Background: an optimization exercise with open tools, aiming at small area, a short achievable clock period and few clock cycles per item. Do not read the settings as production practice. In this exercise RTL edits were held to simulation tests only and were not proved equivalent to the original.

==> inputs of 03-05 <==
==> flow/design.v (excerpt) <==
module sqrTop
(
   input  logic        clk_sq,
   input  logic        reset_sq,
   input  logic        start,
   input  logic [63:0] sqIn,
   output logic [63:0] sqOut,
   output logic        doneIter
);
Settings: LEC_CHECK=0, CAP_MARGIN=20, CELL_PAD_IN_SITES_DETAIL_PLACEMENT=1, CELL_PAD_IN_SITES_GLOBAL_PLACEMENT=1, CORE_MARGIN=2, CORE_UTILIZATION=33, SLEW_MARGIN=20, SYNTH_MEMORY_MAX_BITS=16384; clock period 20.0 ns.
standard.sh (not shown) runs the stock make flow with config.mk's settings and CLKGATE_MAP_FILE= SYNTH_SCRIPT=/design/flow/synth_recipe.tcl, a recipe that flattens the netlist after the stock synthesis.
==> flow/flow/run.sh <==
#!/bin/bash
# Layout flow: the standard ORFS flow (standard.sh), with two changes.
#  1. Synthesis runs the standard flow's own script, except that Yosys's synth skips its
#     early abc pass (-noabc), so extract_fa sees the adders as the RTL
#     writes them.  Registers are unchanged (same names, count and cells).
#  2. The synthesized netlist goes through flow/polarity.py, which removes
#     the inverters left between full adders (flipping self-dual adders and
#     swapping gates for their complements); then the standard flow goes on
#     from floorplan, with repair_timing aiming for extra setup slack.
set -euo pipefail
R=$PWD/orfs/results/$FLOW_PLATFORM/sqrTop/base
sed 's/yosys synth -nofsm -noshare/yosys synth -nofsm -noshare -noabc/' synth_recipe.tcl > noabc_synth.tcl
bash standard.sh SYNTH_SCRIPT=$PWD/noabc_synth.tcl $R/1_2_yosys.v > synth.log 2>&1
cp $R/1_2_yosys.v yosys_netlist.v
python3 flow/polarity.py yosys_netlist.v polarity_netlist.v > polarity.log 2>&1
cp polarity_netlist.v $R/1_2_yosys.v
export SETUP_SLACK_MARGIN=${SETUP_MARGIN:-12}
bash standard.sh SYNTH_SCRIPT=$PWD/noabc_synth.tcl > layout.log 2>&1
Other scripts of this flow, unchanged in this note and not shown: flow/flow/libfuncs.py, flow/flow/polarity.py
==> inputs of 11-20, as changes to 03-05 <==
--- a/flow/flow/run.sh
+++ b/flow/flow/run.sh
@@ -14,5 +14,5 @@
 cp $R/1_2_yosys.v yosys_netlist.v
 python3 flow/polarity.py yosys_netlist.v polarity_netlist.v > polarity.log 2>&1
 cp polarity_netlist.v $R/1_2_yosys.v
-export SETUP_SLACK_MARGIN=${SETUP_MARGIN:-12}
+export SETUP_SLACK_MARGIN=${SETUP_MARGIN:-13}
 bash standard.sh SYNTH_SCRIPT=$PWD/noabc_synth.tcl > layout.log 2>&1
Settings changed: CORE_UTILIZATION 33 to 40.
==> comparison <==
- Between 03-05 and 11-20, the lower final area is in 11-20 (gap 0.29%, measured against 11-20).
- In count of clock-buffer cells in the layout, 11-20 and 03-05 do not differ.
- Against 11-20, the critical path depth of 03-05 is higher by 3.
- Core utilization: 03-05 is lower than 11-20 (8.6 points).
- Global-route usage: 03-05 is lower than 11-20 (7.0 points).
- 03-05 went through all stages and came out clean. 11-20 finished with timing, DRC and antenna clean.
- Against 11-20, the via count of 03-05 is lower by 0.56%.
- In 03-05 the worst setup slack is better than in 11-20, by 0.18 ns.
- Flip-flop and latch count is the same in 03-05 and 11-20.
==> figures <==
| quantity | 11-20 | 03-05 |
|---|---|---|
| N_taps | 2072 | 2526 |
| Mean routed wirelength per cell | 42.0 µm | 39.5 µm |
| Core outline area | 159000 µm² | 193000 µm² |
| Standard cell area after detailed placement | 67900 µm² | 68500 µm² |
| Capturing point of the worst reg2reg path | x[55] | x[63] |
| Met3 track utilization from global routing | 18.2% | 13.7% |
| Headroom to the max-slew limit | 22.0% | 32.1% |
| Result of the run | timing/DRC/antenna clean | timing/DRC/antenna clean |
| Seq/total area | 1.99% | 1.99% |
| Worst reg2reg path depth | 26 | 29 |
| Detailed Route WL | 348000 µm | 344000 µm |
| Capturing instance or port of the critical path | x[55] | x[63] |
| Plain + repair buffers | 773 | 750 |
| Pre-Repair DR Iteration Count | 6 | 8 |
| Worst path bufs/invs | 4 | 6 |
| Multi-input combinational cell area | 62100 µm² | 62200 µm² |
| Layout-to-synthesis area ratio | 1.226x | 1.229x |
| Resized cells post-CTS | 481 | 586 |
Testbench counts of 03-05, summed over its fixed seeds: cycles 1,664, items 1,536.
Testbench counts of 11-20, summed over its fixed seeds: cycles 1,664, items 1,536.

* * *

==> inputs of v17 <==
sqrTop again, from the RTL that the note above started with.
## sqrTop
module sqrTop
(
   input  logic        clk_sq,
   input  logic        reset_sq,
   input  logic        start,
   input  logic [63:0] sqIn,
   output logic [63:0] sqOut,
   output logic        doneIter
);
   logic [63:0] x;
   logic        running;
   logic [63:0] rowA;
   logic [63:0] rowB;
   logic [63:0] xNext;
   always_ff @(posedge clk_sq)
   begin
      if (reset_sq)
      begin
         running  <= 1'b0;
         doneIter <= 1'b0;
      end
      else
      begin
         if (start)
         begin
            running <= 1'b1;
         end
         doneIter <= running;
      end
   end
   always_ff @(posedge clk_sq)
   begin
      if (!running)
      begin
         x <= sqIn;
      end
      else
      begin
         x <= xNext;
      end
   end
   assign sqOut = x;
   wire [63:0] pg_g0, pg_p0;
   assign pg_g0 = rowA & rowB;
   assign pg_p0 = rowA ^ rowB;
   wire pg_g1_1 = pg_g0[1] | (pg_p0[1] & pg_g0[0]);
   wire pg_p1_1 = pg_p0[1] & pg_p0[0];
   wire pg_g1_3 = pg_g0[3] | (pg_p0[3] & pg_g0[2]);
   wire pg_p1_3 = pg_p0[3] & pg_p0[2];
   wire pg_g1_5 = pg_g0[5] | (pg_p0[5] & pg_g0[4]);
   wire pg_p1_5 = pg_p0[5] & pg_p0[4];
   wire pg_g1_7 = pg_g0[7] | (pg_p0[7] & pg_g0[6]);
   wire pg_p1_7 = pg_p0[7] & pg_p0[6];
   wire pg_g1_9 = pg_g0[9] | (pg_p0[9] & pg_g0[8]);
   wire pg_p1_9 = pg_p0[9] & pg_p0[8];
   wire pg_g1_11 = pg_g0[11] | (pg_p0[11] & pg_g0[10]);
   wire pg_p1_11 = pg_p0[11] & pg_p0[10];
   wire pg_g1_13 = pg_g0[13] | (pg_p0[13] & pg_g0[12]);
   wire pg_p1_13 = pg_p0[13] & pg_p0[12];
   wire pg_g1_15 = pg_g0[15] | (pg_p0[15] & pg_g0[14]);
   wire pg_p1_15 = pg_p0[15] & pg_p0[14];
   wire pg_g1_17 = pg_g0[17] | (pg_p0[17] & pg_g0[16]);
   wire pg_p1_17 = pg_p0[17] & pg_p0[16];
   wire pg_g1_19 = pg_g0[19] | (pg_p0[19] & pg_g0[18]);
  ...
clock: 20.0 ns
lec_check: 0
cap_margin: 20
cell_pad_in_sites_detail_placement: 1
cell_pad_in_sites_global_placement: 1
core_margin: 2
core_utilization: 33
slew_margin: 20
synth_memory_max_bits: 16384
==> flow/flow/run.sh <==
#!/bin/bash
# Layout flow: the standard ORFS flow (standard.sh), with two changes.
#  1. Synthesis runs the standard flow's own script, except that Yosys's synth skips its
#     early abc pass (-noabc), so extract_fa sees the adders as the RTL
#     writes them.  Registers are unchanged (same names, count and cells).
#  2. The synthesized netlist goes through flow/polarity.py, which removes
#     the inverters left between full adders (flipping self-dual adders and
#     swapping gates for their complements); then the standard flow goes on
#     from floorplan, with repair_timing aiming for extra setup slack.
set -euo pipefail
R=$PWD/orfs/results/$FLOW_PLATFORM/sqrTop/base
sed 's/yosys synth -nofsm -noshare/yosys synth -nofsm -noshare -noabc/' synth_recipe.tcl > noabc_synth.tcl
bash standard.sh SYNTH_SCRIPT=$PWD/noabc_synth.tcl $R/1_2_yosys.v > synth.log 2>&1
cp $R/1_2_yosys.v yosys_netlist.v
python3 flow/polarity.py yosys_netlist.v polarity_netlist.v > polarity.log 2>&1
cp polarity_netlist.v $R/1_2_yosys.v
export SETUP_SLACK_MARGIN=${SETUP_MARGIN:-15}
bash standard.sh SYNTH_SCRIPT=$PWD/noabc_synth.tcl > layout.log 2>&1
Other scripts of this flow, unchanged in this note and not shown: flow/flow/libfuncs.py, flow/flow/polarity.py
==> inputs of v14, as changes to v17 <==
--- a/flow/flow/run.sh
+++ b/flow/flow/run.sh
@@ -16,3 +16,3 @@
 cp polarity_netlist.v $R/1_2_yosys.v
-export SETUP_SLACK_MARGIN=${SETUP_MARGIN:-15}
+export SETUP_SLACK_MARGIN=${SETUP_MARGIN:-13}
 bash standard.sh SYNTH_SCRIPT=$PWD/noabc_synth.tcl > layout.log 2>&1
CORE_UTILIZATION = 25   (was 33)
==> summary.md <==
### Status
• timing/DRC/antenna clean — run status

### Place
• 202.4 mm — estimated wirelength of the detail-placed design
• 69400 um^2 — instance area after placement

### Worst setup path
• 10070 ps — minimum setup slack among reg-to-reg paths

### GRT
• 31.94% — M1 GR Usage
• 59900 — vias in the first global route
• 40.47% — met2 layer usage reported by global route

### Layout
• sky130_fd_sc_hd__fa_1, sky130_fd_sc_hd__nand2_1, sky130_fd_sc_hd__fa_2 — top library cells by usage in the layout, fill and taps aside
• 1.957% — fraction of area in registers
• 77.73% — fraction of area in multi-input gates

### Drt
• 7039 — first-iteration detailed-routing DRC count

[end of results for v14]
==> summary.md <==
### Place
• 203.4 mm — estimated wirelength of the detail-placed design
• 8660 ps — worst slack at placement
• 68490 um^2 — instance area after placement

### Drt
• met5 — uppermost routed layer
• 6617 — first-iteration detailed-routing DRC count

### GRT
• 61540 — vias in the first global route
• 41.97% — M1 GR Usage

### Layout
• sky130_fd_sc_hd__nand2_1 — commonest non-fill, non-tap cell in the layout
• 1.885% — fraction of area in registers
• 62370 um^2 — total area of multi-input combinational cells
• sky130_fd_sc_hd__nand2_1, sky130_fd_sc_hd__fa_1, sky130_fd_sc_hd__buf_4 — top library cells by usage in the layout, fill and taps aside
• 8946 — Total Nets Final
• 75.11% — fraction of area in multi-input gates

### STA
• 0 — final setup vio count
• 1201 ps — worst-margin pin slew

### Clock network
• 9 — number of buffers created by CTS

### Worst setup path
• 10090 ps — minimum setup slack among reg-to-reg paths
• 5 — buffer and inverter count on the worst path

### Status
• timing/DRC/antenna clean — run status

[end of results for v17]
Testbench counts of v17, summed over its fixed seeds: cycles 1,664, items 1,536.
Testbench counts of v14, summed over its fixed seeds: cycles 1,664, items 1,536.

-- re-timing with driven ports --
Ports are ideal in the flow. The routed layouts listed here were re-timed in OpenROAD. Step 1, drivers: a clkbuf_16 drives clk_sq and a buf_2 each remaining input, both assumed. Step 2 adds t to the input delays and takes it off the output delays; t is the mean of the earliest and latest rising clock arrival at the registers after step 1. Input paths then give back, and output paths get back, about the clock's delay inside the block. Three values: ideal ports, drivers, drivers and shift; two values: the first two.
| run | shift t [ns] | setup WS [ns] | latest minus earliest clock arrival (ns) | slew at the worst register clock pin (ns) |
|---|---|---|---|---|
| 03-05 | 0.503 | 10.095 / 10.095 / 10.095 | 0.022 / 0.022 | 0.09 / 0.09 |
| 11-20 | 0.494 | 9.917 / 9.917 / 9.917 | 0.017 / 0.016 | 0.09 / 0.09 |
| v17 | 0.499 | 10.092 / 10.092 / 10.092 | 0.027 / 0.028 | 0.09 / 0.09 |
| v14 | 0.502 | 10.072 / 10.072 / 10.072 | 0.034 / 0.033 | 0.10 / 0.10 |
After both steps setup and hold are still met in every run listed.
